This is an optimization exercise on Yosys and OpenROAD, whose aim is a short achievable clock period and few clock cycles per item, not a production implementation. In this exercise RTL edits were held to simulation tests only and were not proved equivalent to the original. The flow treats the clock pin as an ideal source, which a real chip does not have. Power is estimated from default activity; no workload was simulated.

<file path="flow/config.mk">
export PLATFORM = sky130hd
export DESIGN_NAME = ppm_image_stream_decoder_unit
export DESIGN_NICKNAME = ppm_image_stream_decoder_unit
export VERILOG_FILES = /design/flow/design.v
export SDC_FILE = /design/flow/constraint.sdc
export NUM_CORES = 4
export LEC_CHECK = 0
export ABC_CLOCK_PERIOD_IN_PS = 2500
export CAP_MARGIN = 20
export CORE_MARGIN = 2
export CORE_UTILIZATION = 40
export CTS_CLUSTER_DIAMETER = 150
export CTS_CLUSTER_SIZE = 20
export SLEW_MARGIN = 20
</file>
<file path="flow/constraint.sdc">
create_clock -name core_clock -period 8.0 [get_ports {clk}]
set_input_delay 1.6000 -clock core_clock [delete_from_list [all_inputs] [get_ports {clk}]]
set_output_delay 1.6000 -clock core_clock [all_outputs]
set_load 0.01 [all_outputs]
</file>
<file path="flow/design.v">
`default_nettype none
package ppmdec_pkg;
  typedef struct packed {
    logic [7:0] data_byte;
    logic       start_of_file;
    logic       end_of_file;
  } ppmdec_in_t;
  typedef struct packed {
    logic [1:0]  result_kind;
    logic [7:0]  red;
    logic [7:0]  green;
    logic [7:0]  blue;
    logic [15:0] pixel_x;
    logic [15:0] pixel_y;
    logic [15:0] image_width;
    logic [15:0] image_height;
    logic [7:0]  max_value;
    logic [2:0]  error_code;
    logic        last_of_run;
  } ppmdec_out_t;
  localparam logic [2:0] PH_MAGIC  = 3'd0;
  localparam logic [2:0] PH_WIDTH  = 3'd1;
  localparam logic [2:0] PH_HEIGHT = 3'd2;
  localparam logic [2:0] PH_MAXVAL = 3'd3;
  localparam logic [2:0] PH_PIXELS = 3'd4;
  localparam logic [1:0] EV_NONE   = 2'd0;
  localparam logic [1:0] EV_ERROR  = 2'd1;
  localparam logic [1:0] EV_HEADER = 2'd2;
  localparam logic [1:0] EV_SAMPLE = 2'd3;
  localparam logic [1:0] KIND_HDR_ASCII = 2'd0;
  localparam logic [1:0] KIND_HDR_BIN   = 2'd1;
  localparam logic [1:0] KIND_PIXEL     = 2'd2;
  localparam logic [1:0] KIND_ERROR     = 2'd3;
  localparam logic [2:0] ERR_MAGIC      = 3'd0;
  localparam logic [2:0] ERR_INTEGER    = 3'd1;
  localparam logic [2:0] ERR_SIZE       = 3'd2;
  localparam logic [2:0] ERR_MAXVAL     = 3'd3;
  localparam logic [2:0] ERR_RANGE      = 3'd4;
  localparam logic [2:0] ERR_INCOMPLETE = 3'd5;
endpackage
`default_nettype wire
`default_nettype none
module ppm_image_stream_decoder_unit
#(
  parameter int MAX_DIM = 65535
) (
  input  wire logic        clk,
  input  wire logic        rst,
  input  wire logic        byte_valid,
  output logic             byte_stall,
  input  wire logic [9:0]  byte_data,
  output logic             result_valid,
  input  wire logic        result_stall,
  output logic [101:0]     result_data
);
  localparam logic [16:0] MAX_DIM_V = 17'(MAX_DIM);
  logic hold;
  assign byte_stall = hold;
  logic       in_v, in_sof, in_eof, force_sof;
  logic [7:0] in_b;
  always_ff @(posedge clk) begin
    if (rst) begin
      in_v <= 1'b0;
      force_sof <= 1'b1;
    end else if (!hold) begin
      in_v <= byte_valid;
      if (byte_valid) force_sof <= 1'b0;
    end
    if (!hold) begin
      in_b   <= byte_data[9:2];
      in_sof <= byte_data[1] | force_sof;
      in_eof <= byte_data[0];
    end
  end
  logic       c_v, c_sof, c_eof;
  logic [7:0] c_b;
  logic       c_ws, c_hash, c_lf, c_cr, c_dig, c_sign, c_minus, c_p, c_3, c_6;
  logic [3:0] c_dv;
  always_ff @(posedge clk) begin
    if (rst) c_v <= 1'b0;
    else if (!hold) c_v <= in_v;
    if (!hold) begin
      c_sof   <= in_sof;
      c_eof   <= in_eof;
      c_b     <= in_b;
      c_ws    <= (in_b == 8'h20) || (in_b >= 8'h09 && in_b <= 8'h0D);
      c_hash  <= (in_b == 8'h23);
      c_lf    <= (in_b == 8'h0A);
      c_cr    <= (in_b == 8'h0D);
      c_dig   <= (in_b >= 8'h30 && in_b <= 8'h39);
      c_sign  <= (in_b == 8'h2B) || (in_b == 8'h2D);
      c_minus <= (in_b == 8'h2D);
      c_p     <= (in_b == 8'h50);
      c_3     <= (in_b == 8'h33);
      c_6     <= (in_b == 8'h36);
      c_dv    <= in_b[3:0];
    end
  end
  logic [2:0]  t_ph;
  logic        t_txt;           
  logic        t_bin, t_cmt, t_st, t_ng, t_inv, t_dg, t_ovf, t_crs;
  logic [19:0] t_bcd;
  logic [1:0]  t_ml;
  logic        t_mp, t_m3, t_m6;
  logic        e_v, e_sof, e_eof, e_tok, e_smp;
  logic [2:0]  e_ph;
  logic        e_bin, e_mok, e_good, e_ng, e_ovf;
  logic [19:0] e_bcd;
  logic [7:0]  e_b;
  logic [2:0]  n_ph;
  logic        n_txt, n_bin, n_cmt, n_st, n_ng, n_inv, n_dg, n_ovf, n_crs;
  logic [19:0] n_bcd;
  logic [1:0]  n_ml;
  logic        n_mp, n_m3, n_m6;
  logic        is_char, fin, tok_end, smp, n_mok;
  always_comb begin
    n_ph  = c_sof ? ppmdec_pkg::PH_MAGIC : t_ph;
    n_txt = c_sof ? 1'b1 : t_txt;
    n_bin = c_sof ? 1'b0 : t_bin;
    n_cmt = c_sof ? 1'b0 : t_cmt;
    n_st  = c_sof ? 1'b0 : t_st;
    n_ng  = c_sof ? 1'b0 : t_ng;
    n_inv = c_sof ? 1'b0 : t_inv;
    n_dg  = c_sof ? 1'b0 : t_dg;
    n_ovf = c_sof ? 1'b0 : t_ovf;
    n_crs = c_sof ? 1'b0 : t_crs;
    n_bcd = c_sof ? 20'd0 : t_bcd;
    n_ml  = c_sof ? 2'd0 : t_ml;
    n_mp  = c_sof ? 1'b0 : t_mp;
    n_m3  = c_sof ? 1'b0 : t_m3;
    n_m6  = c_sof ? 1'b0 : t_m6;
    is_char = 1'b0;
    fin     = 1'b0;
    smp     = 1'b0;
    if (n_cmt) begin
      if (c_lf) n_cmt = 1'b0;
    end else if (n_txt) begin
      if (c_ws || c_hash) begin
        fin = n_st;
        if (c_hash) n_cmt = 1'b1;
      end else begin
        is_char = 1'b1;
      end
    end else if (n_crs) begin
      n_crs = 1'b0;
      smp = !c_lf;
    end else begin
      smp = 1'b1;
    end
    if (is_char) begin
      if (n_ph == ppmdec_pkg::PH_MAGIC) begin
        if (n_ml == 2'd0) n_mp = c_p;
        if (n_ml == 2'd1) begin n_m3 = c_3; n_m6 = c_6; end
        if (n_ml != 2'd3) n_ml = n_ml + 2'd1;
      end else if (!n_st && c_sign) begin
        n_ng = c_minus;
      end else if (c_dig) begin
        n_ovf = n_ovf | (n_bcd[19:16] != 4'd0);
        n_bcd = {n_bcd[15:0], c_dv};
        n_dg  = 1'b1;
      end else begin
        n_inv = 1'b1;
      end
      n_st = 1'b1;
    end
  end
  assign n_mok = (n_ml == 2'd2) && n_mp && (n_m3 || n_m6);
  assign tok_end = fin || (c_eof && is_char);
  always_ff @(posedge clk) begin
    if (rst) e_v <= 1'b0;
    else if (!hold) e_v <= c_v;
    if (!hold) begin
      e_sof  <= c_sof;
      e_eof  <= c_eof;
      e_tok  <= tok_end;
      e_smp  <= smp;
      e_ph   <= n_ph;
      e_bin  <= n_bin;
      e_mok  <= n_mok;
      e_good <= n_dg && !n_inv;
      e_ng   <= n_ng;
      e_ovf  <= n_ovf;
      e_bcd  <= n_bcd;
      e_b    <= c_b;
    end
    if (!hold && c_v) begin
      t_cmt <= n_cmt;
      t_crs <= n_crs;
      if (tok_end) begin
        t_st <= 1'b0; t_ng <= 1'b0; t_inv <= 1'b0; t_dg <= 1'b0;
        t_ovf <= 1'b0; t_bcd <= 20'd0;
        t_ml <= 2'd0; t_mp <= 1'b0; t_m3 <= 1'b0; t_m6 <= 1'b0;
        t_bin <= n_bin;
        t_txt <= n_txt;
        t_ph  <= n_ph;
        unique case (n_ph)
          ppmdec_pkg::PH_MAGIC:  if (n_mok) begin t_ph <= ppmdec_pkg::PH_WIDTH; t_bin <= n_m6; end
          ppmdec_pkg::PH_WIDTH:  t_ph <= ppmdec_pkg::PH_HEIGHT;
          ppmdec_pkg::PH_HEIGHT: t_ph <= ppmdec_pkg::PH_MAXVAL;
          ppmdec_pkg::PH_MAXVAL: begin
            t_ph <= ppmdec_pkg::PH_PIXELS;
            t_txt <= !n_bin;
            if (n_bin && fin && c_cr) t_crs <= 1'b1;
          end
          default: ;
        endcase
      end else begin
        t_st <= n_st; t_ng <= n_ng; t_inv <= n_inv; t_dg <= n_dg;
        t_ovf <= n_ovf; t_bcd <= n_bcd;
        t_ml <= n_ml; t_mp <= n_mp; t_m3 <= n_m3; t_m6 <= n_m6;
        t_bin <= n_bin; t_txt <= n_txt; t_ph <= n_ph;
      end
    end
  end
  logic        v1_v, v1_sof, v1_eof, v1_tok, v1_smp;
  logic [2:0]  v1_ph;
  logic        v1_bin, v1_mok, v1_good, v1_ng, v1_ovf, v1_nz;
  logic [16:0] v1_t4, v1_t3;
  logic [9:0]  v1_t2;
  logic [6:0]  v1_t1;
  logic [7:0]  v1_byte;
  always_ff @(posedge clk) begin
    if (rst) v1_v <= 1'b0;
    else if (!hold) v1_v <= e_v;
    if (!hold) begin
      v1_sof <= e_sof; v1_eof <= e_eof; v1_tok <= e_tok; v1_smp <= e_smp;
      v1_ph <= e_ph; v1_bin <= e_bin; v1_mok <= e_mok; v1_good <= e_good;
      v1_ng <= e_ng; v1_ovf <= e_ovf; v1_byte <= e_b;
      v1_nz <= e_ovf || (e_bcd != 20'd0);
      v1_t4 <= 17'(e_bcd[19:16]) * 17'd10000;
      v1_t3 <= 17'(e_bcd[15:12]) * 17'd1000;
      v1_t2 <= 10'(e_bcd[11:8]) * 10'd100;
      v1_t1 <= 7'(e_bcd[7:4]) * 7'd10 + 7'(e_bcd[3:0]);
    end
  end
  logic        v2_v, v2_sof, v2_eof, v2_tok, v2_smp;
  logic [2:0]  v2_ph;
  logic        v2_bin, v2_mok, v2_good, v2_neg, v2_ovf, v2_nz;
  logic [16:0] v2_hi;
  logic [9:0]  v2_lo;
  logic [7:0]  v2_byte;
  always_ff @(posedge clk) begin
    if (rst) v2_v <= 1'b0;
    else if (!hold) v2_v <= v1_v;
    if (!hold) begin
      v2_sof <= v1_sof; v2_eof <= v1_eof; v2_tok <= v1_tok; v2_smp <= v1_smp;
      v2_ph <= v1_ph; v2_bin <= v1_bin; v2_mok <= v1_mok; v2_good <= v1_good;
      v2_neg <= v1_ng && v1_nz; v2_ovf <= v1_ovf; v2_nz <= v1_nz; v2_byte <= v1_byte;
      v2_hi <= v1_t4 + v1_t3;
      v2_lo <= v1_t2 + 10'(v1_t1);
    end
  end
  logic        v3_v, v3_sof, v3_eof, v3_tok, v3_smp;
  logic [2:0]  v3_ph;
  logic        v3_bin, v3_mok, v3_good, v3_neg, v3_ovf, v3_nz;
  logic [16:0] v3_val;
  logic [7:0]  v3_byte;
  always_ff @(posedge clk) begin
    if (rst) v3_v <= 1'b0;
    else if (!hold) v3_v <= v2_v;
    if (!hold) begin
      v3_sof <= v2_sof; v3_eof <= v2_eof; v3_tok <= v2_tok; v3_smp <= v2_smp;
      v3_ph <= v2_ph; v3_bin <= v2_bin; v3_mok <= v2_mok; v3_good <= v2_good;
      v3_neg <= v2_neg; v3_ovf <= v2_ovf; v3_nz <= v2_nz; v3_byte <= v2_byte;
      v3_val <= v2_hi + 17'(v2_lo);
    end
  end
  logic [15:0] hw, hh;
  logic [7:0]  hm;
  logic        v_big, v_le255;
  logic [15:0] v_dim;
  logic [1:0]  v_kind;
  logic [2:0]  v_code;
  logic [7:0]  v_s;
  logic        v_bad;
  always_comb begin
    v_big   = v3_ovf || (v3_val > MAX_DIM_V);
    v_le255 = !v3_ovf && (v3_val[16:8] == 9'd0);
    v_dim   = (v3_neg || v_big) ? 16'd0 : v3_val[15:0];
    v_kind  = ppmdec_pkg::EV_NONE;
    v_code  = ppmdec_pkg::ERR_MAGIC;
    v_s     = v3_val[7:0];
    v_bad   = 1'b0;
    if (v3_tok) begin
      if (v3_ph == ppmdec_pkg::PH_MAGIC) begin
        if (!v3_mok) v_kind = ppmdec_pkg::EV_ERROR;
      end else if (!v3_good) begin
        v_kind = ppmdec_pkg::EV_ERROR; v_code = ppmdec_pkg::ERR_INTEGER;
      end else if (v3_ph == ppmdec_pkg::PH_MAXVAL) begin
        if (hw == 16'd0 || hh == 16'd0) begin
          v_kind = ppmdec_pkg::EV_ERROR; v_code = ppmdec_pkg::ERR_SIZE;
        end else if (v3_neg || !v3_nz || !v_le255) begin
          v_kind = ppmdec_pkg::EV_ERROR; v_code = ppmdec_pkg::ERR_MAXVAL;
        end else begin
          v_kind = ppmdec_pkg::EV_HEADER;
        end
      end else if (v3_ph == ppmdec_pkg::PH_PIXELS) begin
        v_kind = ppmdec_pkg::EV_SAMPLE;
        v_bad  = v3_neg || !v_le255 || (v3_val[7:0] > hm);
      end
    end else if (v3_smp) begin
      v_kind = ppmdec_pkg::EV_SAMPLE;
      v_s    = v3_byte;
      v_bad  = v3_byte > hm;
    end
  end
  logic [1:0][31:0] hq;
  logic             hq_wp, hq_rp;
  localparam int NK = 11;
  localparam int SK = NK - 1;
  logic [NK-1:0]        p_v, p_sof, p_eof, p_bin, p_bad;
  logic [NK-1:0][1:0]   p_kind;
  logic [NK-1:0][2:0]   p_code;
  logic [NK-1:0][7:0]   p_m;
  logic [NK-1:0][16:0]  p_x;    
  logic [NK-1:0][9:0]   d_t;
  logic [NK-1:0]        d_ge;
  always_comb begin
    d_t  = '0;
    d_ge = '0;
    for (int k = 3; k < NK; k++) begin
      d_t[k]  = {p_x[k-1][16:8], p_x[k-1][7]};
      d_ge[k] = d_t[k] >= {1'b0, p_m[k-1], 1'b0};
    end
  end
  always_ff @(posedge clk) begin
    if (rst) begin
      p_v <= '0; hq_wp <= 1'b0; hq_rp <= 1'b0;
    end else if (!hold) begin
      p_v <= {p_v[NK-2:0], v3_v};
      if (v3_v && v_kind == ppmdec_pkg::EV_HEADER) hq_wp <= !hq_wp;
      if (p_v[SK] && p_kind[SK] == ppmdec_pkg::EV_HEADER) hq_rp <= !hq_rp;
    end
    if (!hold && v3_v && v_kind == ppmdec_pkg::EV_HEADER) hq[hq_wp] <= {hw, hh};
    if (!hold) begin
      p_sof[0]  <= v3_sof;
      p_eof[0]  <= v3_eof;
      p_bin[0]  <= v3_bin;
      p_kind[0] <= v_kind;
      p_code[0] <= v_code;
      p_bad[0]  <= v_bad;
      p_m[0]    <= (v_kind == ppmdec_pkg::EV_HEADER) ? v3_val[7:0] : hm;
      p_x[0]    <= {9'd0, v_s};
      for (int k = 1; k < NK; k++) begin
        p_sof[k]  <= p_sof[k-1];
        p_eof[k]  <= p_eof[k-1];
        p_bin[k]  <= p_bin[k-1];
        p_kind[k] <= p_kind[k-1];
        p_code[k] <= p_code[k-1];
        p_bad[k]  <= p_bad[k-1];
        p_m[k]    <= p_m[k-1];
      end
      p_x[1] <= {1'b0, p_x[0][7:0], 8'd0} - {9'd0, p_x[0][7:0]};
      p_x[2] <= {p_x[1][15:0], 1'b0} + {9'd0, p_m[1]};
      for (int k = 3; k < NK; k++) begin
        p_x[k][16:8] <= d_ge[k] ? 9'(d_t[k] - {1'b0, p_m[k-1], 1'b0}) : d_t[k][8:0];
        p_x[k][7:0]  <= {p_x[k-1][6:0], d_ge[k]};
      end
    end
    if (!hold && v3_v && v3_tok) begin
      if (v3_ph == ppmdec_pkg::PH_WIDTH)  hw <= v_dim;
      if (v3_ph == ppmdec_pkg::PH_HEIGHT) hh <= v_dim;
      if (v3_ph == ppmdec_pkg::PH_MAXVAL) hm <= v3_val[7:0];
    end
  end
  localparam int RW = 62;
  logic        s_stop, s_done, s_rf;
  logic [1:0]  s_comp;
  logic [7:0]  s_red, s_green;
  logic [15:0] s_col, s_row, s_wm1, s_hm1;
  logic [15:0] s_col1, s_row1;
  logic        s_lastc, s_lastr;
  logic [1:0]  r_kind;
  logic [2:0]  r_code;
  logic [55:0] r_pay;
  logic        r1v, r2v;
  logic        q_stop, q_done, q_rf;
  logic [1:0]  q_comp;
  logic [7:0]  q_s;
  logic [31:0] s_hsz;
  logic        act;
  assign s_hsz = hq[hq_rp];
  always_comb begin
    q_stop = p_sof[SK] ? 1'b0 : s_stop;
    q_done = p_sof[SK] ? 1'b0 : s_done;
    q_comp = p_sof[SK] ? 2'd0 : s_comp;
    q_rf   = p_sof[SK] ? 1'b0 : s_rf;
    q_s    = p_bad[SK] ? 8'd0 : p_x[SK][7:0];
    act    = p_v[SK] && !q_stop && !q_done;
    r_kind = ppmdec_pkg::KIND_ERROR;
    r_code = 3'd0;
    r_pay  = (p_kind[SK] == ppmdec_pkg::EV_HEADER) ? {s_hsz, p_m[SK], 16'd0}
                                                    : {s_red, s_green, p_x[SK][7:0], s_col, s_row};
    r1v = 1'b0;
    r2v = 1'b0;
    if (act) begin
      unique case (p_kind[SK])
        ppmdec_pkg::EV_ERROR: begin
          r1v = 1'b1; r_code = p_code[SK];
          q_stop = 1'b1;
        end
        ppmdec_pkg::EV_HEADER: begin
          r1v = 1'b1;
          r_kind = p_bin[SK] ? ppmdec_pkg::KIND_HDR_BIN : ppmdec_pkg::KIND_HDR_ASCII;
          q_comp = 2'd0; q_rf = 1'b0;
        end
        ppmdec_pkg::EV_SAMPLE: begin
          if (q_comp == 2'd2) begin
            q_comp = 2'd0;
            r1v = 1'b1;
            if (q_rf || p_bad[SK]) begin
              r_code = ppmdec_pkg::ERR_RANGE;
              q_stop = 1'b1;
            end else begin
              r_kind = ppmdec_pkg::KIND_PIXEL;
              if (s_lastc && s_lastr) q_done = 1'b1;
            end
          end else begin
            q_comp = q_comp + 2'd1;
            q_rf = q_rf || p_bad[SK];
          end
        end
        default: ;
      endcase
    end
    if (p_v[SK] && p_eof[SK] && !q_stop && !q_done) begin
      r2v = 1'b1;
      q_stop = 1'b1;
    end
    if (!r1v) r_code = ppmdec_pkg::ERR_INCOMPLETE;
  end
  logic          rr_v, rr_two;
  logic [RW-1:0] rr_a;
  always_ff @(posedge clk) begin
    s_col1  <= s_col + 16'd1;
    s_row1  <= s_row + 16'd1;
    s_lastc <= (s_col == s_wm1);
    s_lastr <= (s_row == s_hm1);
    if (rst) rr_v <= 1'b0;
    else if (!hold) rr_v <= r1v || r2v;
    if (!hold) begin
      rr_two <= r1v && r2v;
      rr_a   <= {r_kind, r_code, !(r1v && r2v), r_pay};
    end
    if (!hold && p_v[SK]) begin
      s_stop <= q_stop;
      s_done <= q_done;
      s_comp <= q_comp;
      s_rf   <= q_rf;
      if (p_kind[SK] == ppmdec_pkg::EV_HEADER) begin
        s_col <= 16'd0; s_row <= 16'd0;
        s_wm1 <= s_hsz[31:16] - 16'd1;
        s_hm1 <= s_hsz[15:0] - 16'd1;
      end
      if (p_kind[SK] == ppmdec_pkg::EV_SAMPLE) begin
        if (s_comp == 2'd0 || p_sof[SK]) s_red <= p_x[SK][7:0];
        if (s_comp == 2'd1 && !p_sof[SK]) s_green <= p_x[SK][7:0];
        if (s_comp == 2'd2 && !p_sof[SK]) begin
          if (s_lastc) begin
            s_col <= 16'd0; s_row <= s_row1;
          end else begin
            s_col <= s_col1;
          end
        end
      end
    end
  end
  localparam logic [RW-1:0] RES_INCOMPLETE =
    {ppmdec_pkg::KIND_ERROR, ppmdec_pkg::ERR_INCOMPLETE, 1'b1, 56'd0};
  logic [3:0][RW-1:0] q_mem;
  logic [1:0]  q_wp, q_rp, q_rp1;
  logic [3:0]  q_th, q_th_a, q_th_p;    
  logic        push, pop;
  logic        out_v;
  logic [RW-1:0] q_c0, q_c1;
  logic [101:0] out_d, q_e0, q_e1;
  assign push = rr_v && !hold;
  assign pop  = out_v && !result_stall;
  assign q_th_a = !push ? q_th : (rr_two ? {q_th[1:0], 2'b11} : {q_th[2:0], 1'b1});
  assign q_th_p = {1'b0, q_th_a[3:1]};
  assign q_c0 = !q_th[0] ? rr_a : q_mem[q_rp];
  assign q_rp1 = q_rp + 2'd1;
  assign q_c1 = q_th[1] ? q_mem[q_rp1] : rr_a;
  assign q_e0 = {q_c0[61:60],
                 (q_c0[61:60] == ppmdec_pkg::KIND_PIXEL) ? q_c0[55:0] : 56'd0,
                 !q_c0[61] ? q_c0[55:16] : 40'd0,
                 q_c0[59:56]};
  assign q_e1 = {q_c1[61:60],
                 (q_c1[61:60] == ppmdec_pkg::KIND_PIXEL) ? q_c1[55:0] : 56'd0,
                 !q_c1[61] ? q_c1[55:16] : 40'd0,
                 q_c1[59:56]};
  always_ff @(posedge clk) begin
    if (rst) begin
      q_th <= 4'd0; q_wp <= 2'd0; q_rp <= 2'd0; out_v <= 1'b0; hold <= 1'b0;
    end else begin
      q_th  <= pop ? q_th_p : q_th_a;
      hold  <= pop ? q_th_p[2] : q_th_a[2];
      if (push) q_wp <= q_wp + (rr_two ? 2'd2 : 2'd1);
      if (pop) q_rp <= q_rp1;
      out_v <= pop ? q_th_p[0] : q_th_a[0];
    end
    for (int i = 0; i < 4; i++) begin
      if (push && q_wp == 2'(i)) q_mem[i] <= rr_a;
      if (push && rr_two && q_wp == 2'(i - 1)) q_mem[i] <= RES_INCOMPLETE;
    end
    out_d <= pop ? q_e1 : q_e0;
  end
  assign result_valid = out_v;
  assign result_data  = out_d;
endmodule
`default_nettype wire
</file>
<file path="flow/flow/run.sh">
#!/bin/bash
# Standard layout up to CTS; then the top of the clock tree is flattened
# (retree.tcl); then the standard layout runs on to the end. The resizer's
# setup repair aims below the clock period (a larger slack margin).
set -euo pipefail
bash standard.sh SETUP_SLACK_MARGIN=6 cts > standard_cts.log 2>&1
export RES=orfs/results/$FLOW_PLATFORM/ppm_image_stream_decoder_unit/base
openroad -no_init -exit flow/retree.tcl > retree.log 2>&1
bash standard.sh SETUP_SLACK_MARGIN=6 finish > standard_finish.log 2>&1
</file>
<file path="flow/flow/retree.tcl">
# Rebuild the clock tree's top after CTS: the clock port drives four root
# buffers, each driving the leaf buffers of one region of the die, in place
# of the root buffer and the H-tree level below it. Leaf clusters and leaf
# buffers stay as CTS made them.
set P $::env(FLOW_HOME)/platforms/$::env(FLOW_PLATFORM)
set RES $::env(RES)
read_lef $P/lef/sky130_fd_sc_hd.tlef
read_lef $P/lef/sky130_fd_sc_hd_merged.lef
read_liberty $P/lib/sky130_fd_sc_hd__tt_025C_1v80.lib
read_db $RES/4_cts.odb
read_sdc $RES/4_cts.sdc
source $P/setRC.tcl
source [file dirname [info script]]/retree_proc.tcl
set_propagated_clock [all_clocks]
estimate_parasitics -placement
report_clock_latency
retree 4
detailed_placement
check_placement
estimate_parasitics -placement
report_clock_latency
report_clock_skew
write_db $RES/4_cts.odb
</file>
<file path="flow/flow/retree_proc.tcl">
# Flatten the clock tree's middle level: K root buffers on the clock port,
# each driving the leaf buffers of one region directly.
proc retree {K} {
  set block [ord::get_db_block]
  set clknet [$block findNet clk]
  set master [[ord::get_db] findMaster sky130_fd_sc_hd__clkbuf_16]
  # The old root and the H-tree level buffers.
  set root [[lindex [$clknet getITerms] 0] getInst]
  set rootnet [[$root findITerm X] getNet]
  set mids {}
  foreach it [$rootnet getITerms] {
    if {[$it isInputSignal]} { lappend mids [$it getInst] }
  }
  set leaves {}
  foreach m $mids {
    set n [[$m findITerm X] getNet]
    foreach it [$n getITerms] {
      if {[$it isInputSignal]} { lappend leaves $it }
    }
  }
  puts "RETREE root [$root getName] mids [llength $mids] leaves [llength $leaves]"
  # Sort leaves into K groups by angle around the die centre.
  set die [$block getDieArea]
  set cx [expr {([$die xMin] + [$die xMax]) / 2.0}]
  set cy [expr {([$die yMin] + [$die yMax]) / 2.0}]
  set items {}
  foreach it $leaves {
    set bb [[$it getInst] getBBox]
    set x [expr {([$bb xMin] + [$bb xMax]) / 2.0}]
    set y [expr {([$bb yMin] + [$bb yMax]) / 2.0}]
    lappend items [list [expr {atan2($y - $cy, $x - $cx)}] $it $x $y]
  }
  set items [lsort -real -index 0 $items]
  set n [llength $items]
  # Disconnect the old tree.
  foreach it $leaves { $it disconnect }
  foreach m $mids {
    set on [[$m findITerm X] getNet]
    odb::dbInst_destroy $m
    odb::dbNet_destroy $on
  }
  odb::dbInst_destroy $root
  odb::dbNet_destroy $rootnet
  for {set k 0} {$k < $K} {incr k} {
    set lo [expr {$k * $n / $K}]
    set hi [expr {($k + 1) * $n / $K}]
    set net [odb::dbNet_create $block "clknet_r${k}_clk"]
    $net setSigType CLOCK
    set buf [odb::dbInst_create $block $master "clkbuf_r${k}_clk"]
    [$buf findITerm A] connect $clknet
    [$buf findITerm X] connect $net
    set sx 0; set sy 0
    for {set i $lo} {$i < $hi} {incr i} {
      set e [lindex $items $i]
      [lindex $e 1] connect $net
      set sx [expr {$sx + [lindex $e 2]}]; set sy [expr {$sy + [lindex $e 3]}]
    }
    set m [expr {$hi - $lo}]
    $buf setLocation [expr {int($sx / $m)}] [expr {int($sy / $m)}]
    $buf setPlacementStatus PLACED
    puts "RETREE root $k drives $m leaves"
  }
}
</file>
<file path="flow/standard.sh">
#!/bin/bash
# synth_recipe.tcl (not shown) runs the flow's synth.tcl, then flattens the netlist and writes it again
# the make line also repeats each setting of config.mk as NAME=value (left out here)
make -C /OpenROAD-flow-scripts/flow DESIGN_CONFIG=/design/flow/config.mk WORK_HOME=/design/flow/orfs CLKGATE_MAP_FILE= SYNTH_SCRIPT=/design/flow/synth_recipe.tcl "${@:-finish}"
</file>
==> flow_summary.json, run 1 <==
{
  "fill_cells": 11300,
  "path_clk_slew_ns": 0.08,
  "ctsHoldBuffers": 0,
  "synth_compound_area_share_pct": 7.40,
  "postRouteAntennaNets": 0,
  "cts_tree": "built",
  "viasPerCell": 5.38,
  "comb_power_share_pct": 18.3,
  "synth_cell_type_count": 76,
  "synth_top_family_by_area": "simple AND/OR/NAND/NOR gates",
  "synth_fa_ha_area_share_pct": 4.67,
  "path_max_fanout": 2,
  "cts_root_buf": "clkbuf_16",
  "synth_top_area_share_pct": 46.6,
  "start_util_pct": 40.4,
  "path_delay_family": "adder cells",
  "wl_per_cell_um": 21.0,
  "clock-sinks": 1250,
  "setup_tns_ns": 0,
  "synth-seq-cells": 1250,
  "synthXorXnorAreaFrac_pct": 3.03,
  "syn_avg_cell_area_um2": 12.5,
  "end_kind": "register",
  "portBuffers": 117,
  "fin_cells": 6492,
  "synth-warning-count": 1,
  "skew_ns": 0.0799,
  "drc": 0,
  "dp_cells": 6048,
  "setup_viol": 0,
  "synth.largest_area_cell": "edfxtp_1",
  "cts_max_level": 3,
  "seq_area_frac_synth_pct": 61.9,
  "path_cells": "fa_2, inv_2, fa_1, inv_2, ha_4, a21o_1, a21oi_2, nor2b_1, nor2_1, o21ai_1, xor2_1",
  "tightest_slew_ns": 0.834,
  "synth_mux_area_share_pct": 9.55,
  "async_reset_ff_share_pct": 0,
  "path_class": "register to register",
  "power.total_mw": 14.2,
  "drt_iter0_markers": 2655,
  "fin_util_pct": 49.7,
  "yosys.area_share.simple_pct": 10.8,
  "insertion_delay_ns": 0.56,
  "maxSlewViolCount": 0,
  "core_area_um2": 134000,
  "synth_ff_type": "edfxtp_1",
  "hold_viol": 0,
  "worst_hold_path_type": "register to register",
  "crit_path_max_incr_delay_ns": 0.57,
  "maxCapViolations": 0,
  "antenna_found_initial": 0,
  "drive_above_1_share_pct": 29.0,
  "cp.buffers_inverters": 2,
  "synth_common_cells": "837 x edfxtp_1, 662 x nand2_1, 413 x dfxtp_1",
  "fin_crit_sh_pct": 34.7,
  "grt_first_pass_wirelength_um": 199000,
  "grt_use_total_pct": 18.5,
  "power_frac_seq_pct": 56.1,
  "p_per_area_nw_per_um2": 213,
  "p_switching_mw": 3.58,
  "internal_power_mw": 10.6,
  "place.gp.congestion": 0.791,
  "placed_cell_area_um2": 57100,
  "postLayoutSetupSlackWorst_ns": 5.22,
  "crit_required_ns": 8.31,
  "grt_max_degree": 91,
  "rsz0062_at_grt": "yes",
  "grt_pass1_vias": 34100,
  "synthCells": 4328,
  "max_freq_mhz": 360,
  "dp_slack_ns": 3.90,
  "synth_edf_count": 837,
  "nets": 4892,
  "num_vias": 35000,
  "numCtsBuffers": 72,
  "grt_overflow": 0,
  "critPathLaunchType": "register",
  "dp_hpwl_um": 73900,
  "die-width_um": 371,
  "ioPinCount": 118,
  "clk_path_buf_depth": 3,
  "fin_area_um2": 66400,
  "fp-row-count": 134,
  "cp_common_cell": "inv_2",
  "syn_area_um2": 54000,
  "fin_hold_ws_ns": 0.396,
  "leakagePower_nw": 24.3,
  "fp.dieH_um": 371,
  "wirelength_um": 136000,
  "p_sw_share_pct": 25.3,
  "relSlewSlack_pct": 44.3,
  "p_clk_share_pct": 25.5,
  "worst_path_max_delay_cell": "fa_2",
  "status": "timing/DRC/antenna clean",
  "arrival_ns": 3.09,
  "yosysMostFrequentCell": "edfxtp_1",
  "period_minus_slack_ns": 2.78,
  "fp.dieArea_um2": 138000,
  "diodes": 0,
  "synth_nets": 4529,
  "first_pass_iters": 6,
  "worst_ir_drop_vdd_v": 0.000241,
  "areaGrowthSynthToFinish_pct": 23.1,
  "yosys-top-cells-area": "edfxtp_1 47%, dfxtp_1 15%, mux4_2 5.1%"
}
## worst register-to-register path: stages (launching register included)
cell      delay [ns]
edfxtp_1        0.43
fa_2            0.57
inv_2           0.04
fa_1            0.51
inv_2           0.06
ha_4            0.22
a21o_1          0.17
a21oi_2         0.15
nor2b_1         0.06
nor2_1          0.09
o21ai_1         0.08
xor2_1          0.15
## cells by family after synthesis
family                   Yosys count
XOR/XNOR                         187
adder cells (fa/ha/maj)          187
buffers and inverters            371
flip-flops                      1250
AND/OR/NAND/NOR                 1286
multiplexers                     348
AO/OA/AOI/OAI                    699
## metal layers
| layer | vias to the layer above | global-route usage (%) | part of all wire, % |
|---|---|---|---|
| met4 | 0 | 5.64 | 3.2 |
| li1 | 16300 | - | - |
| met3 | 227 | 2.01 | 5.4 |
| met1 | 17300 | 23.0 | 40 |
| met2 | 1083 | 33.7 | 52 |
| met5 | - | 0 | 0 |
## final cells by class
cell class	count	area, µm²	share of cell area [%]
Timing Repair inverter	1	5.00	0.00753
Buffer	4	100	0.151
Timing Repair Buffer	482	5640	8.49
Clock buffer	91	1700	2.56
Clock inverter	7	92.6	0.139
Sequential cell	1250	33500	50.5
Tap cell	1768	2210	3.33
Multi-Input combinational cell	2721	22500	33.9
Inverter	168	647	0.973
## worst paths after layout
kind	depth (start not counted)	slack (ns)	end	start
setup / recovery	11	5.22	v1_t3[12]	e_bcd[15]
hold / removal	0	0.40	p_m[15]	p_m[7]
setup reg to reg	11	5.22	v1_t3[12]	e_bcd[15]
hold reg to reg	0	0.40	p_m[15]	p_m[7]
## sequential cells by signal, indices dropped and copies added, names as in the netlist, 12 cells and up, named ones only
register and count:
d_t 79, e_bcd 20, hh 16, hw 16, out_d 102, p_code 22
p_kind 22, p_m 88, p_x 81, q_mem 248, rr_a 62, s_col 16
s_col1 16, s_hm1 16, s_row 16, s_row1 16, s_wm1 16, t_bcd 20
v1_t4 12, v2_hi 14, v3_val 17
## placed cells by master (no fill, tap or decap), types with 17 or more instances in the layout
master | Yosys | routed
buf_16 | 0 | 25
a21oi_2 | 0 | 52
nand2_4 | 0 | 26
nand2_1 | 662 | 602
nand2_2 | 0 | 32
o22ai_2 | 0 | 49
and2_1 | 26 | 21
mux2i_4 | 0 | 22
clkbuf_16 | 0 | 80
nand2b_1 | 28 | 20
o22ai_1 | 98 | 49
nand3b_1 | 20 | 20
buf_2 | 22 | 25
xor2_1 | 47 | 46
ha_4 | 0 | 45
mux2_4 | 1 | 22
inv_1 | 166 | 148
a21oi_1 | 367 | 308
nor2b_1 | 111 | 88
xnor2_1 | 140 | 133
nand3_1 | 50 | 42
mux2i_1 | 115 | 87
nor3_1 | 56 | 39
dfxtp_1 | 413 | 327
buf_12 | 0 | 39
nor2_1 | 211 | 184
edfxtp_1 | 837 | 837
buf_6 | 0 | 133
a21o_1 | 17 | 17
o21ai_2 | 0 | 26
clkbuf_1 | 148 | 27
dfxtp_2 | 0 | 78
buf_4 | 2 | 213
nand4_1 | 27 | 27
o21ai_0 | 106 | 62
mux4_2 | 122 | 122
mux2_2 | 110 | 87
ha_1 | 163 | 108
## repair_timing
action / 4_1_cts / 5_1_grt
setup buffers: 171 / 117
pin swaps: 130 / 166
resized for setup: 1041 / 409
endpoints found under the setup margin: 1457 / 794
gates cloned: 37 / 17
## power by group through the flow
stage                     Sequential, mW  Combinational [mW]  Clock, mW
after floorplan                     7.91                1.47          0
after global placement              8.02                1.78          0
after detailed placement            8.04                1.83          0
after CTS                           7.93                2.30       3.90
after global routing                8.01                2.87       3.91
final                               7.94                2.60       3.61
Testbench counts, summed over its fixed seeds: cycles 61,437, items 61,285.
==> run 2, diff against run 1 <==
--- a/flow/design.v
+++ b/flow/design.v
@@ -221,2 +221,64 @@
   logic [7:0]  v1_byte;
+  logic [16:0] e_t4, e_t3;
+  logic [9:0]  e_t2, e_t1;
+  always_comb begin
+    unique case (e_bcd[19:16])
+      4'd0: e_t4 = 17'd0;
+      4'd1: e_t4 = 17'd10000;
+      4'd2: e_t4 = 17'd20000;
+      4'd3: e_t4 = 17'd30000;
+      4'd4: e_t4 = 17'd40000;
+      4'd5: e_t4 = 17'd50000;
+      4'd6: e_t4 = 17'd60000;
+      4'd7: e_t4 = 17'd70000;
+      4'd8: e_t4 = 17'd80000;
+      4'd9: e_t4 = 17'd90000;
+      default: e_t4 = 17'd0;
+    endcase
+  end
+  always_comb begin
+    unique case (e_bcd[15:12])
+      4'd0: e_t3 = 17'd0;
+      4'd1: e_t3 = 17'd1000;
+      4'd2: e_t3 = 17'd2000;
+      4'd3: e_t3 = 17'd3000;
+      4'd4: e_t3 = 17'd4000;
+      4'd5: e_t3 = 17'd5000;
+      4'd6: e_t3 = 17'd6000;
+      4'd7: e_t3 = 17'd7000;
+      4'd8: e_t3 = 17'd8000;
+      4'd9: e_t3 = 17'd9000;
+      default: e_t3 = 17'd0;
+    endcase
+  end
+  always_comb begin
+    unique case (e_bcd[11:8])
+      4'd0: e_t2 = 10'd0;
+      4'd1: e_t2 = 10'd100;
+      4'd2: e_t2 = 10'd200;
+      4'd3: e_t2 = 10'd300;
+      4'd4: e_t2 = 10'd400;
+      4'd5: e_t2 = 10'd500;
+      4'd6: e_t2 = 10'd600;
+      4'd7: e_t2 = 10'd700;
+      4'd8: e_t2 = 10'd800;
+      4'd9: e_t2 = 10'd900;
+      default: e_t2 = 10'd0;
+    endcase
+  end
+  always_comb begin
+    unique case (e_bcd[7:4])
+      4'd0: e_t1 = 10'd0;
+      4'd1: e_t1 = 10'd10;
+      4'd2: e_t1 = 10'd20;
+      4'd3: e_t1 = 10'd30;
+      4'd4: e_t1 = 10'd40;
+      4'd5: e_t1 = 10'd50;
+      4'd6: e_t1 = 10'd60;
+      4'd7: e_t1 = 10'd70;
+      4'd8: e_t1 = 10'd80;
+      4'd9: e_t1 = 10'd90;
+      default: e_t1 = 10'd0;
+    endcase
+  end
   always_ff @(posedge clk) begin
@@ -229,6 +291,6 @@
       v1_nz <= e_ovf || (e_bcd != 20'd0);
-      v1_t4 <= 17'(e_bcd[19:16]) * 17'd10000;
-      v1_t3 <= 17'(e_bcd[15:12]) * 17'd1000;
-      v1_t2 <= 10'(e_bcd[11:8]) * 10'd100;
-      v1_t1 <= 7'(e_bcd[7:4]) * 7'd10 + 7'(e_bcd[3:0]);
+      v1_t4 <= e_t4;
+      v1_t3 <= e_t3;
+      v1_t2 <= e_t2;
+      v1_t1 <= 7'(e_t1) + 7'(e_bcd[3:0]);
     end
--- a/flow/config.mk
+++ b/flow/config.mk
@@ -11,4 +11,4 @@
 export CORE_UTILIZATION = 40
-export CTS_CLUSTER_DIAMETER = 150
-export CTS_CLUSTER_SIZE = 20
+export CTS_CLUSTER_DIAMETER = 120
+export CTS_CLUSTER_SIZE = 25
 export SLEW_MARGIN = 20
==> flow_summary.json, run 2 <==
{
  "status": "timing/DRC/antenna clean",
  "setup_viol": 0,
  "relSlewSlack_pct": 37.4,
  "synth_common_cells": "836 x edfxtp_1, 685 x nand2_1, 419 x dfxtp_1",
  "cp.buffers_inverters": 1,
  "synth-warning-count": 1,
  "reg_top3": "q_mem: 248 flops, out_d: 102 flops, p_m: 88 flops",
  "numCtsBuffers": 56,
  "synth-seq-cells": 1255,
  "grt_overflow": 0,
  "synth_nets": 4503,
  "fin_area_um2": 70100,
  "viasPerCell": 5.65,
  "maxCapViolations": 0,
  "grt_use_total_pct": 19.7,
  "seq_area_frac_synth_pct": 62.2,
  "wirelength_um": 162000,
  "grt_first_pass_wirelength_um": 210000,
  "path_max_fanout": 2,
  "clk_path_buf_depth": 3,
  "hold_viol": 0,
  "cts_tree": "built",
  "worst_ir_drop_vdd_v": 0.000188,
  "fin_cells": 6671,
  "areaGrowthSynthToFinish_pct": 30.2,
  "rsz0062_at_grt": "yes",
  "leakagePower_nw": 25.9,
  "antenna_found_initial": 1,
  "insertion_delay_ns": 0.50,
  "hold_depth": 0,
  "reg2reg_depth": 6,
  "grt_pass1_vias": 34700,
  "die-width_um": 371,
  "synth_ff_type": "edfxtp_1",
  "fp.dieArea_um2": 138000,
  "synth_edf_count": 836,
  "end_kind": "primary output",
  "cts_max_level": 2,
  "yosys-top-cells-area": "edfxtp_1 47%, dfxtp_1 16%, mux4_2 5.1%",
  "path_clk_slew_ns": 0.11,
  "fill_cells": 10900,
  "cts_root_buf": "clkbuf_16",
  "crit_path_max_incr_delay_ns": 0.45,
  "core_area_um2": 133000,
  "period_minus_slack_ns": 2.69,
  "syn_area_um2": 53800,
  "clock-sinks": 1255,
  "path_class": "register to primary output",
  "fin_crit_sh_pct": 33.6,
  "largest_reg_flops": 248,
  "final_common_cell": "edfxtp_1",
  "path_cells": "buf_6",
  "drt_iter0_markers": 4375,
  "place.gp.congestion": 0.798,
  "p_per_area_nw_per_um2": 196,
  "dp_hpwl_um": 73900,
  "start_util_pct": 40.3,
  "synth.largest_area_cell": "edfxtp_1",
  "worst_path_max_delay_cell": "dfxtp_4",
  "syn_avg_cell_area_um2": 12.4,
  "max_freq_mhz": 372,
  "drc": 0,
  "first_pass_iters": 7,
  "drive_above_1_share_pct": 33.6,
  "arrival_ns": 1.09,
  "worst_hold_path_type": "register to register",
  "tightest_slew_ns": 0.939,
  "synth_cell_type_count": 85,
  "power.total_mw": 13.7,
  "async_reset_ff_share_pct": 0,
  "nets": 5036,
  "dp_cells": 6050,
  "skew_ns": 0.0555,
  "placed_cell_area_um2": 56800,
  "layout_common_cells": "836 x edfxtp_1, 578 x nand2_1, 343 x dfxtp_1",
  "wl_per_cell_um": 24.3,
  "maxSlewViolCount": 0,
  "yosysMostFrequentCell": "edfxtp_1",
  "ioPinCount": 118,
  "fp.dieH_um": 371,
  "grt_max_degree": 91,
  "postRouteAntennaNets": 0,
  "portBuffers": 117,
  "crit_required_ns": 6.40,
  "regMostFlops": "q_mem",
  "critPathLaunchType": "register",
  "synth_top_area_share_pct": 46.6,
  "num_vias": 37700,
  "synthCells": 4338,
  "fp-row-count": 134,
  "cp.depth": 1,
  "path_delay_family": "flip-flops"
}
run 2: changes by cell type in the layout (fill, tap and decap cells not counted), moves of 26 or more:
cell and delta:
nor2_1 -43, nand2_2 +31, buf_6 +26, o22ai_1 -27
clkbuf_16 +31, buf_12 +40, o22ai_2 +27
run 2: routing by layer:
metal / vias up / wire [µm] / track usage, %
met5: - / 0 / 0
met4: 0 / 11300 / 7.58
met3: 592 / 13300 / 2.89
met2: 1825 / 78200 / 34.7
met1: 18500 / 59100 / 24.4
li1: 16800 / - / -
run 2: through the flow:
step	util (%)	setup slack (ns)	hold WS (ns)	TNS, ns
floorplan	-	-2.59	0.400	-1836.49
global placement	42.5	3.88	0.401	0
detailed placement	42.6	3.80	0.405	0
CTS	47.9	5.08	0.402	0
global route	52.5	5.29	0.403	0
finish	52.5	5.31	0.393	0
run 2: logic make-up after synthesis:
logic type / after synthesis / synth area share [%]
buffers and inverters: 379 / 2.86
muxes: 334 / 9.29
DFF: 1255 / 62.2
adders and majority gates: 151 / 3.68
and+or+nand+nor: 1292 / 11.1
AOI/OAI and AO/OA: 748 / 7.99
xor gates and xnor gates: 179 / 2.91
run 2: what timing repair did:
action | in CTS | in global routing
hold buffers | 0 | 0
endpoints found under the setup margin | 1493 | 1257
setup buffers | 231 | 141
pin swaps | 132 | 249
gates resized for setup | 1077 | 720
gates cloned | 65 | 95
run 2: path summary, 6_finish.rpt:
path / start / end / slack [ns]
max: hold / byte_stall / 5.31
min: p_kind[19] / p_kind[21] / 0.39
min reg2reg: p_kind[19] / p_kind[21] / 0.39
max reg2reg: v3_val[13] / register / 5.61
run 2: area by class of cell:
| type | count | area [µm²] | area share (%) |
|---|---|---|---|
| Clock inverter | 4 | 42.5 | 0.0607 |
| Clock buffer | 80 | 1410 | 2.01 |
| Tap cell | 1768 | 2210 | 3.16 |
| Timing Repair Buffer | 646 | 8750 | 12.5 |
| Sequential cell | 1255 | 33600 | 48.0 |
| Multi-Input combinational cell | 2744 | 23200 | 33.2 |
| Antenna cell | 1 | 2.50 | 0.00357 |
| Timing Repair inverter | 4 | 42.5 | 0.0607 |
| Buffer | 4 | 100 | 0.143 |
| Inverter | 165 | 657 | 0.937 |
run 2: where the power goes:
| part | switching, mW | total (mW) | internal (mW) |
|---|---|---|---|
| logic | 1.16 | 2.51 | 1.35 |
| registers | 0.364 | 7.94 | 7.58 |
| clock network | 1.98 | 3.30 | 1.32 |
Testbench counts of run 2, summed over its fixed seeds: cycles 61,437, items 61,285.
==> run 3, diff against run 2 <==
--- a/flow/config.mk
+++ b/flow/config.mk
@@ -11,4 +11,4 @@
 export CORE_UTILIZATION = 40
-export CTS_CLUSTER_DIAMETER = 120
-export CTS_CLUSTER_SIZE = 25
+export CTS_CLUSTER_DIAMETER = 150
+export CTS_CLUSTER_SIZE = 20
 export SLEW_MARGIN = 20
==> flow_summary.json, run 3 <==
{
  "status": "timing/DRC/antenna clean",
  "cp.depth": 1,
  "grt_use_total_pct": 20.0,
  "max_freq_mhz": 367,
  "start_util_pct": 40.3,
  "synth_edf_count": 836,
  "hold_viol": 0,
  "grt_pass1_vias": 35000,
  "worst_ir_drop_vdd_v": 0.000204,
  "synth_top_area_share_pct": 46.6,
  "largest_reg_flops": 248,
  "rsz0062_at_grt": "yes",
  "fp-row-count": 134,
  "skew_ns": 0.0623,
  "cts_max_level": 3,
  "postRouteAntennaNets": 0,
  "postLayoutSetupSlackWorst_ns": 5.28,
  "dp_hpwl_um": 73900,
  "async_reset_ff_share_pct": 0,
  "path_delay_family": "flip-flops",
  "grt_overflow": 0,
  "synth_cell_type_count": 85,
  "areaGrowthSynthToFinish_pct": 31.7,
  "insertion_delay_ns": 0.55,
  "fill_cells": 10800,
  "syn_avg_cell_area_um2": 12.4,
  "seq_area_frac_synth_pct": 62.2,
  "period_minus_slack_ns": 2.72,
  "dp_slack_ns": 3.80,
  "synth_nets": 4503,
  "ioPinCount": 118,
  "cts_tree": "built",
  "leakagePower_nw": 26.2,
  "worst_path_max_delay_cell": "dfxtp_4",
  "dp_cells": 6050,
  "hold_depth": 0,
  "cp.buffers_inverters": 1,
  "numCtsBuffers": 72,
  "critPathLaunchType": "register",
  "final_common_cell": "edfxtp_1",
  "setup_tns_ns": 0,
  "setup_viol": 0,
  "synth_common_cells": "836 x edfxtp_1, 685 x nand2_1, 419 x dfxtp_1",
  "synth_ff_type": "edfxtp_1",
  "crit_required_ns": 6.40,
  "tightest_slew_ns": 1.13,
  "grt_first_pass_wirelength_um": 212000,
  "synth-seq-cells": 1255,
  "syn_area_um2": 53800,
  "cts_root_buf": "clkbuf_16",
  "synth.largest_area_cell": "edfxtp_1",
  "path_cells": "buf_6",
  "reg_top3": "q_mem: 248 flops, out_d: 102 flops, p_m: 88 flops",
  "clk_path_buf_depth": 3,
  "layout_common_cells": "836 x edfxtp_1, 612 x nand2_1, 343 x dfxtp_1",
  "reg2reg_depth": 15,
  "fp.dieArea_um2": 138000,
  "path_max_fanout": 2,
  "yosysMostFrequentCell": "edfxtp_1",
  "core_area_um2": 133000,
  "fin_crit_sh_pct": 34.0,
  "die-width_um": 371,
  "grt_max_degree": 91,
  "fin_cells": 6741,
  "num_vias": 38300,
  "crit_path_max_incr_delay_ns": 0.44,
  "fin_area_um2": 70900,
  "p_per_area_nw_per_um2": 199,
  "maxSlewViolCount": 0,
  "drive_above_1_share_pct": 33.4,
  "power.total_mw": 14.1,
  "fp.dieH_um": 371,
  "clock-sinks": 1255,
  "drt_iter0_markers": 4010,
  "path_clk_slew_ns": 0.09,
  "wl_per_cell_um": 24.8,
  "relSlewSlack_pct": 25.0,
  "ctsHoldBuffers": 0,
  "regMostFlops": "q_mem",
  "portBuffers": 117,
  "place.gp.congestion": 0.798,
  "yosys-top-cells-area": "edfxtp_1 47%, dfxtp_1 16%, mux4_2 5.1%",
  "viasPerCell": 5.68,
  "synth-warning-count": 1,
  "drc": 0,
  "end_kind": "primary output",
  "placed_cell_area_um2": 56800,
  "path_class": "register to primary output",
  "synthCells": 4338,
  "first_pass_iters": 6,
  "arrival_ns": 1.12,
  "maxCapViolations": 0,
  "wirelength_um": 167000,
  "worst_hold_path_type": "register to register",
  "nets": 5092,
  "antenna_found_initial": 3
}
run 3: cell types whose count changed in the layout (fill, tap and decap cells not counted), sizes merged, moves of 2 or more:
cell,delta
buf,+42
bufbuf,-2
clkbuf,+28
diode,+2
inv,+3
mux2,+2
nand2,-2
run 3: path summary, 6_finish.rpt:
| check | from | to | slack (ns) |
|---|---|---|---|
| setup reg to reg | hold | q_mem[230] | 5.56 |
| hold / removal | p_kind[19] | p_kind[21] | 0.37 |
| setup / recovery | hold | byte_stall | 5.28 |
| hold reg to reg | p_kind[19] | p_kind[21] | 0.37 |
run 3: area by class of cell:
type                       instances  area, µm²  area share [%]
tap                             1768       2210            3.12
timing repair buffer             694       9500            13.4
clock buffer                     100       1720            2.42
antenna                            3       7.51          0.0106
clock inverter                     8       87.6           0.124
inverter                         165        643           0.907
sequential                      1255      33600            47.5
buffer                             4        100           0.141
timing repair inverter             3       23.8          0.0335
multi-input combinational       2741      23000            32.4
run 3: metrics by stage:
step	hold slack [ns]	util [%]
2_1_floorplan	0.400	-
4_1_cts	0.405	48.2
3_5_place_dp	0.405	42.6
3_3_place_gp	0.401	42.5
6_report	0.368	53.1
5_1_grt	0.386	53.1
run 3: what timing repair did:
| item | in CTS | in global routing |
|---|---|---|
| resized for setup | 1045 | 677 |
| cloned | 63 | 105 |
| setup endpoints to repair | 1472 | 1183 |
| pin swaps | 123 | 241 |
| buffers inserted | 235 | 173 |
| hold endpoints to repair | 0 | 0 |
run 3: worst reg2reg max path: stages (launching register included):
cell,delay [ns]
dfxtp_4,0.40
buf_4,0.15
buf_6,0.11
buf_8,0.13
clkinvlp_4,0.08
buf_6,0.13
nand2_8,0.07
buf_12,0.14
nor2_4,0.12
buf_6,0.13
buf_12,0.10
nand2_8,0.06
nor2_4,0.26
buf_8,0.22
buf_12,0.17
a21oi_1,0.07
run 3: power breakdown:
group / internal (mW) / switching, mW / total, mW
logic: 1.37 / 1.15 / 2.52
registers: 7.58 / 0.371 / 7.95
clock network: 1.57 / 2.09 / 3.66
total: 10.5 / 3.61 / 14.1
run 3: routing by layer:
metal	share of wire, %	track usage, %	wire [µm]	vias up
met5	0	0	0	-
met4	7.6	9.41	12700	0
met3	8.7	2.90	14600	662
met2	48	34.7	79500	1959
met1	36	24.4	60400	18700
li1	-	-	-	16900
run 3: cell families after synthesis:
| group | count (synthesis) | synth area share (%) |
|---|---|---|
| buf+inv | 379 | 2.86 |
| flops | 1255 | 62.2 |
| mux | 334 | 9.29 |
| compound gates | 748 | 7.99 |
| xor+xnor | 179 | 2.91 |
| simple gates | 1292 | 11.1 |
| fa+ha+maj | 151 | 3.68 |
==> run 4, diff against run 3 <==
--- a/flow/design.v
+++ b/flow/design.v
@@ -56,4 +56,4 @@
   localparam logic [16:0] MAX_DIM_V = 17'(MAX_DIM);
-  logic hold;
-  assign byte_stall = hold;
+  logic hold, in_stall;
+  assign byte_stall = in_stall;
   logic       in_v, in_sof, in_eof, force_sof;
@@ -65,4 +65,4 @@
     end else if (!hold) begin
-      in_v <= byte_valid;
-      if (byte_valid) force_sof <= 1'b0;
+      in_v <= byte_valid && !in_stall;
+      if (byte_valid && !in_stall) force_sof <= 1'b0;
     end
@@ -555,3 +555,3 @@
     if (rst) begin
-      q_th <= 4'd0; q_wp <= 2'd0; q_rp <= 2'd0; out_v <= 1'b0; hold <= 1'b0;
+      q_th <= 4'd0; q_wp <= 2'd0; q_rp <= 2'd0; out_v <= 1'b0; hold <= 1'b0; in_stall <= 1'b0;
     end else begin
@@ -559,2 +559,3 @@
       hold  <= pop ? q_th_p[2] : q_th_a[2];
+      in_stall <= pop ? q_th_p[1] : q_th_a[1];
       if (push) q_wp <= q_wp + (rr_two ? 2'd2 : 2'd1);
==> flow/flow/run.sh (replaced) <==
#!/bin/bash
# Standard layout, with three additions:
#  - after placement, output buffers and the flip-flops driving them are
#    moved next to their pins (pullout.tcl);
#  - after CTS, the top of the clock tree is flattened (retree.tcl);
#  - the resizer's setup repair aims below the clock period (a larger
#    slack margin).
# Each tool's output goes to its own log in this folder.
set -euo pipefail
export RES=orfs/results/$FLOW_PLATFORM/ppm_image_stream_decoder_unit/base
bash standard.sh SETUP_SLACK_MARGIN=6 place > standard_place.log 2>&1
openroad -no_init -exit flow/pullout.tcl > pullout.log 2>&1
bash standard.sh SETUP_SLACK_MARGIN=6 cts > standard_cts.log 2>&1
openroad -no_init -exit flow/retree.tcl > retree.log 2>&1
bash standard.sh SETUP_SLACK_MARGIN=6 finish > standard_finish.log 2>&1
==> flow/flow/pullout.tcl (new file) <==
# After global and detailed placement: put each output port's buffer, and
# the flip-flop that drives it, next to the port's pin (pullout_proc.tcl),
# then legalize.
set P $::env(FLOW_HOME)/platforms/$::env(FLOW_PLATFORM)
set RES $::env(RES)
read_lef $P/lef/sky130_fd_sc_hd.tlef
read_lef $P/lef/sky130_fd_sc_hd_merged.lef
read_liberty $P/lib/sky130_fd_sc_hd__tt_025C_1v80.lib
read_db $RES/3_place.odb
read_sdc $RES/3_place.sdc
source $P/setRC.tcl
source [file dirname [info script]]/pullout_proc.tcl
estimate_parasitics -placement
report_checks -path_delay max -to [all_outputs] -format end -group_path_count 5
pull_outputs
detailed_placement
check_placement
estimate_parasitics -placement
report_checks -path_delay max -to [all_outputs] -format end -group_path_count 5
write_db $RES/3_place.odb
==> flow/flow/pullout_proc.tcl (new file) <==
# Move each output port's buffer next to its pin, and the flip-flop that
# drives the buffer next to the buffer; detailed placement then legalizes.
proc pull_outputs {} {
  set block [ord::get_db_block]
  set core [$block getCoreArea]
  set cx0 [$core xMin]; set cy0 [$core yMin]; set cx1 [$core xMax]; set cy1 [$core yMax]
  set n 0
  foreach bt [$block getBTerms] {
    if {[$bt getIoType] != "OUTPUT"} continue
    set net [$bt getNet]
    set buf ""
    foreach it [$net getITerms] { if {[$it isOutputSignal]} { set buf [$it getInst] } }
    if {$buf eq ""} continue
    set ff ""
    set ait [$buf findITerm A]
    if {$ait eq "NULL"} continue
    foreach it [[$ait getNet] getITerms] { if {[$it isOutputSignal]} { set ff [$it getInst] } }
    set bb [$bt getBBox]
    set px [expr {([$bb xMin] + [$bb xMax]) / 2}]
    set py [expr {([$bb yMin] + [$bb yMax]) / 2}]
    set x [expr {min(max($px, $cx0), $cx1 - 3000)}]
    set y [expr {min(max($py, $cy0), $cy1 - 3000)}]
    $buf setLocation $x $y
    if {$ff ne "" && [string match "*df*" [[$ff getMaster] getName]]} {
      $ff setLocation $x $y
    }
    incr n
  }
  puts "PULLOUT moved $n output buffers"
}
--- a/flow/config.mk
+++ b/flow/config.mk
@@ -11,4 +11,4 @@
 export CORE_UTILIZATION = 40
-export CTS_CLUSTER_DIAMETER = 150
-export CTS_CLUSTER_SIZE = 20
+export CTS_CLUSTER_DIAMETER = 120
+export CTS_CLUSTER_SIZE = 25
 export SLEW_MARGIN = 20
==> flow_summary.json, run 4 <==
{
  "fill_cells": 11100,
  "grt_first_pass_wirelength_um": 208000,
  "dp_hpwl_um": 73600,
  "dp_cells": 6046,
  "period_minus_slack_ns": 2.77,
  "wirelength_um": 146000,
  "die-width_um": 370,
  "reg_top3": "q_mem: 248 flops, out_d: 102 flops, p_m: 88 flops",
  "leakagePower_nw": 24.4,
  "crit_start": "v3_val[9]",
  "synth_top_area_share_pct": 46.8,
  "nets": 4846,
  "status": "timing/DRC/antenna clean",
  "drc": 0,
  "synth_cell_type_count": 74,
  "async_reset_ff_share_pct": 0,
  "fin_crit_sh_pct": 34.6,
  "dp_slack_ns": 4.11,
  "path_clk_slew_ns": 0.10,
  "critPathLaunchType": "register",
  "arrival_ns": 2.94,
  "setup_viol": 0,
  "p_per_area_nw_per_um2": 202,
  "clock-sinks": 1255,
  "tightest_slew_ns": 0.774,
  "placed_cell_area_um2": 56700,
  "cts_tree": "built",
  "worst_path_max_delay_cell": "or4b_4",
  "max_freq_mhz": 362,
  "grt_use_total_pct": 19.6,
  "start_util_pct": 40.3,
  "viasPerCell": 5.52,
  "fp.dieH_um": 370,
  "ioPinCount": 118,
  "synth_edf_count": 836,
  "hold_depth": 0,
  "place.gp.congestion": 0.799,
  "postRouteAntennaNets": 0,
  "fin_cells": 6478,
  "crit_path_max_incr_delay_ns": 0.57,
  "cts_root_buf": "clkbuf_16",
  "path_max_fanout": 16,
  "grt_overflow": 0,
  "path_cells": "or4_4, or4b_4, nor4bb_2, buf_4, buf_6, and3_4, buf_16",
  "synth_common_cells": "836 x edfxtp_1, 691 x nand2_1, 419 x dfxtp_1",
  "seq_area_frac_synth_pct": 62.4,
  "path_class": "register to register",
  "synth_nets": 4504,
  "postLayoutSetupSlackWorst_ns": 5.23,
  "end_kind": "register",
  "hold_viol": 0,
  "areaGrowthSynthToFinish_pct": 25.9,
  "fp.dieArea_um2": 137000,
  "numCtsBuffers": 56,
  "synth_ff_type": "edfxtp_1",
  "maxSlewViolCount": 0,
  "rr_startpoint": "v3_val[9]",
  "regMostFlops": "q_mem",
  "synthCells": 4339,
  "syn_area_um2": 53700,
  "grt_pass1_vias": 34200,
  "drive_above_1_share_pct": 30.1,
  "yosys-top-cells-area": "edfxtp_1 47%, dfxtp_1 16%, mux4_2 5.1%",
  "insertion_delay_ns": 0.50,
  "relSlewSlack_pct": 47.0,
  "skew_ns": 0.0464,
  "fin_util_pct": 50.7,
  "syn_avg_cell_area_um2": 12.4,
  "clk_path_buf_depth": 3,
  "setup_tns_ns": 0,
  "fp-row-count": 134,
  "fin_hold_ws_ns": 0.391,
  "worst_hold_path_type": "register to register",
  "rsz0062_at_grt": "yes",
  "maxCapViolations": 0,
  "power.total_mw": 13.6,
  "crit_required_ns": 8.18,
  "fin_area_um2": 67600,
  "rrSetupSlack_ns": 5.23,
  "reg2reg_depth": 7,
  "drt_iter0_markers": 3570,
  "synth-warning-count": 1,
  "synth.largest_area_cell": "edfxtp_1",
  "worst_ir_drop_vdd_v": 0.000171,
  "num_vias": 35700,
  "synth-seq-cells": 1255,
  "grt_max_degree": 89,
  "ctsHoldBuffers": 0,
  "portBuffers": 117,
  "final_common_cell": "edfxtp_1",
  "largest_reg_flops": 248,
  "hp-start": "p_eof[8]",
  "antenna_found_initial": 1,
  "wl_per_cell_um": 22.6,
  "cts_max_level": 2,
  "core_area_um2": 133000,
  "first_pass_iters": 6,
  "layout_common_cells": "836 x edfxtp_1, 645 x nand2_1, 339 x dfxtp_1",
  "yosysMostFrequentCell": "edfxtp_1"
}
run 4: critical path: cells and delay by family (launching register included):
family / cells / cell delay, ns
buf+inv: 3 / 0.45
flops: 1 / 0.39
simple gates: 4 / 1.63
run 4: logic make-up (layout without fill, tap and decap cells):
kind of cell,after synthesis,after routing,synth area share (%)
AOI/OAI and AO/OA,751,751,8.02
xor gates and xnor gates,179,179,2.92
adders and majority gates,151,151,3.69
buffers and inverters,381,734,2.72
DFF,1255,1255,62.4
muxes,335,337,9.34
other,0,1,0
and+or+nand+nor,1287,1302,10.9
run 4: area by class of cell:
type	instances	area [µm²]	area share, %
clock buffer	76	1390	2.06
tap	1768	2210	3.27
clock inverter	5	41.3	0.0611
inverter	162	623	0.922
timing repair buffer	487	6330	9.37
sequential	1255	33600	49.7
buffer	4	100	0.148
antenna	1	2.50	0.00370
multi-input combinational	2720	23300	34.4
run 4: routing by layer:
metal / vias to the layer above / GRT usage (%) / wire (µm)
met2: 1332 / 35.0 / 72600
li1: 16400 / - / -
met5: - / 0 / 0
met4: 0 / 7.46 / 7990
met3: 408 / 1.96 / 8500
met1: 17600 / 24.4 / 57100
run 4: path summary, 6_finish.rpt:
| path | endpoint |
|---|---|
| worst min-delay path | p_eof[9] |
| worst max-delay path | register |
| worst min register to register | p_eof[9] |
| worst max register to register | register |
run 4: where the power goes:
group	leakage, nW	internal (mW)	switching, mW
registers	12.2	7.55	0.337
clock network	0.741	1.31	1.95
logic	11.5	1.34	1.14
run 4: timing repair:
item / 4_1_cts / 5_1_grt
pin swaps: 145 / 176
setup endpoints to repair: 1308 / 923
cloned: 54 / 27
gates resized for setup: 1177 / 509
setup buffers: 180 / 85
Testbench counts of run 4, summed over its fixed seeds: cycles 61,437, items 61,285.
==> run 5, diff against run 4 <==
--- a/flow/config.mk
+++ b/flow/config.mk
@@ -11,4 +11,4 @@
 export CORE_UTILIZATION = 40
-export CTS_CLUSTER_DIAMETER = 120
-export CTS_CLUSTER_SIZE = 25
+export CTS_CLUSTER_DIAMETER = 150
+export CTS_CLUSTER_SIZE = 20
 export SLEW_MARGIN = 20
==> flow_summary.json, run 5 <==
{
  "num_vias": 35700,
  "p_sw_share_pct": 24.9,
  "viasPerCell": 5.49,
  "worst_hold_path_type": "register to register",
  "fin_crit_sh_pct": 34.3,
  "skew_ns": 0.0427,
  "synth_fa_ha_area_share_pct": 3.69,
  "diodes": 0,
  "p_switching_mw": 3.47,
  "yosysMostFrequentCell": "edfxtp_1",
  "period_minus_slack_ns": 2.75,
  "synth.largest_area_cell": "edfxtp_1",
  "grt_overflow": 0,
  "power.total_mw": 13.9,
  "wl_per_cell_um": 22.5,
  "grt_max_degree": 89,
  "whs_endpoint": "v3_byte[0]",
  "fp.dieH_um": 370,
  "synth_common_cells": "836 x edfxtp_1, 691 x nand2_1, 419 x dfxtp_1",
  "synth-seq-cells": 1255,
  "numCtsBuffers": 72,
  "synth_top_family_by_area": "simple AND/OR/NAND/NOR gates",
  "path_max_fanout": 8,
  "drt_iter0_markers": 3642,
  "worst_ir_drop_vdd_v": 0.000195,
  "reg2reg_depth": 8,
  "multi_input_area_um2": 23000,
  "postRouteAntennaNets": 0,
  "ctsHoldBuffers": 0,
  "antenna_found_initial": 4,
  "clk_path_buf_depth": 3,
  "dp_cells": 6046,
  "synth_edf_count": 836,
  "rrSetupSlack_ns": 5.25,
  "synth_top_area_share_pct": 46.8,
  "maxSlewViolCount": 0,
  "synth_ff_type": "edfxtp_1",
  "maxCapViolations": 0,
  "synthXorXnorAreaFrac_pct": 2.92,
  "rr_startpoint": "v3_val[9]",
  "fp.dieArea_um2": 137000,
  "synth_cell_type_count": 74,
  "syn_area_um2": 53700,
  "yosys.area_share.simple_pct": 10.9,
  "hold_viol": 0,
  "relSlewSlack_pct": 51.5,
  "p_per_area_nw_per_um2": 206,
  "drive_above_1_share_pct": 29.7,
  "p_clk_share_pct": 25.9,
  "hp-start": "v2_byte[0]",
  "end_kind": "register",
  "crit_required_ns": 8.23,
  "drc": 0,
  "path_clk_slew_ns": 0.08,
  "status": "timing/DRC/antenna clean",
  "tightest_slew_ns": 0.709,
  "path_class": "register to register",
  "comb_power_share_pct": 17.5,
  "syn_avg_cell_area_um2": 12.4,
  "setup_tns_ns": 0,
  "core_area_um2": 133000,
  "final_common_cell": "edfxtp_1",
  "internal_power_mw": 10.5,
  "critPathLaunchType": "register",
  "synth-warning-count": 1,
  "rsz0062_at_grt": "yes",
  "fill_cells": 11100,
  "cts_tree": "built",
  "synthCells": 4339,
  "synth_compound_area_share_pct": 8.02,
  "fp-row-count": 134
}
## run 5: cell types whose count changed in the layout (fill, tap and decap cells not counted), sizes merged
| cell | change |
|---|---|
| bufbuf | -1 |
| dlymetal6s2s | -1 |
| diode | -1 |
| clkbuf | +23 |
| clkinvlp | +1 |
| clkdlybuf4s50 | +1 |
| inv | -3 |
| clkinv | +2 |
| buf | -4 |
## run 5: logic make-up after synthesis
kind of cell / Yosys count
and+or+nand+nor: 1287
xor gates and xnor gates: 179
buffers and inverters: 381
muxes: 335
adders and majority gates: 151
AOI/OAI and AO/OA: 751
DFF: 1255
## run 5: power groups by stage
stage	Clock, mW	Sequential [mW]	Combinational [mW]
5_1_grt	3.93	7.94	2.68
3_3_place_gp	0	7.97	1.66
4_1_cts	3.92	7.86	2.11
6_report	3.61	7.88	2.44
2_1_floorplan	0	7.85	1.38
3_5_place_dp	0	7.99	1.69
## run 5: layout make-up
class                           count  share of cell area (%)
Sequential cell                  1255                    49.8
Multi-Input combinational cell   2720                    34.0
Timing Repair Buffer              483                    9.17
Tap cell                         1768                    3.28
Clock buffer                       98                    2.59
Inverter                          162                   0.931
Buffer                              4                   0.148
Clock inverter                      4                  0.0612
Timing Repair inverter              1                  0.0130
## run 5: worst max-delay path by stage
stage,from,endpoint,slack (ns),depth (start not counted)
after floorplan,hold,q_mem[100],-2.41,8
after global placement,result_stall,out_d[26],4.15,5
after detailed placement,result_stall,out_d[23],4.11,5
after CTS,q_th[0],result_valid,5.20,1
after global routing,v3_val[14],register,5.17,8
final,v3_val[9],register,5.25,8
## run 5: what timing repair did
action / in CTS / in global routing
resized for setup: 1070 / 543
setup buffers: 176 / 93
pin swaps: 130 / 156
cloned: 45 / 29
setup endpoints to repair: 1308 / 831
## run 5: worst max-delay path, cell delays in order (launching register included)
cell,delay (ns)
edfxtp_1,0.38
or4_4,0.56
or4b_4,0.54
nor4bb_2,0.29
buf_4,0.18
nand2_4,0.06
nor2_4,0.18
buf_12,0.15
clkbuf_16,0.14
## run 5: per-stage QoR
stage	hold slack [ns]	area [µm²]
floorplan	0.400	53800
global placement	0.401	56700
detailed placement	0.405	56700
CTS	0.403	63600
global route	0.406	67500
finish	0.410	67500
## run 5: per-layer routing
metal  vias up  track usage [%]  share of wire (%)
met3       366             2.73                6.1
met5         -                0              0.034
li1      16400                -                  -
met2      1358             34.2                 50
met1     17500             24.3                 39
met4         6             6.51                4.9

-- what the ideal ports hide --
Ports are ideal in the flow. The routed layouts listed here were re-timed in OpenROAD.
Step 1 assumes that a clkbuf_16 drives the clock port and a buf_2 every other input.
Step 2 also shifts input and output timing later by t, the mid clock arrival at the registers, as if the neighbouring blocks saw the same clock.
Three values: ideal ports, drivers, drivers and shift; two values: the first two.
run	t (ns)	setup slack, ns
run 1	0.674	5.221 / 5.129 / 5.221
run 2	0.629	5.312 / 5.158 / 5.233
run 3	0.674	5.276 / 5.123 / 5.271
run 4	0.629	5.234 / 5.234 / 5.078
run 5	0.663	5.255 / 5.255 / 5.148
After both steps setup and hold are still met in every run listed.
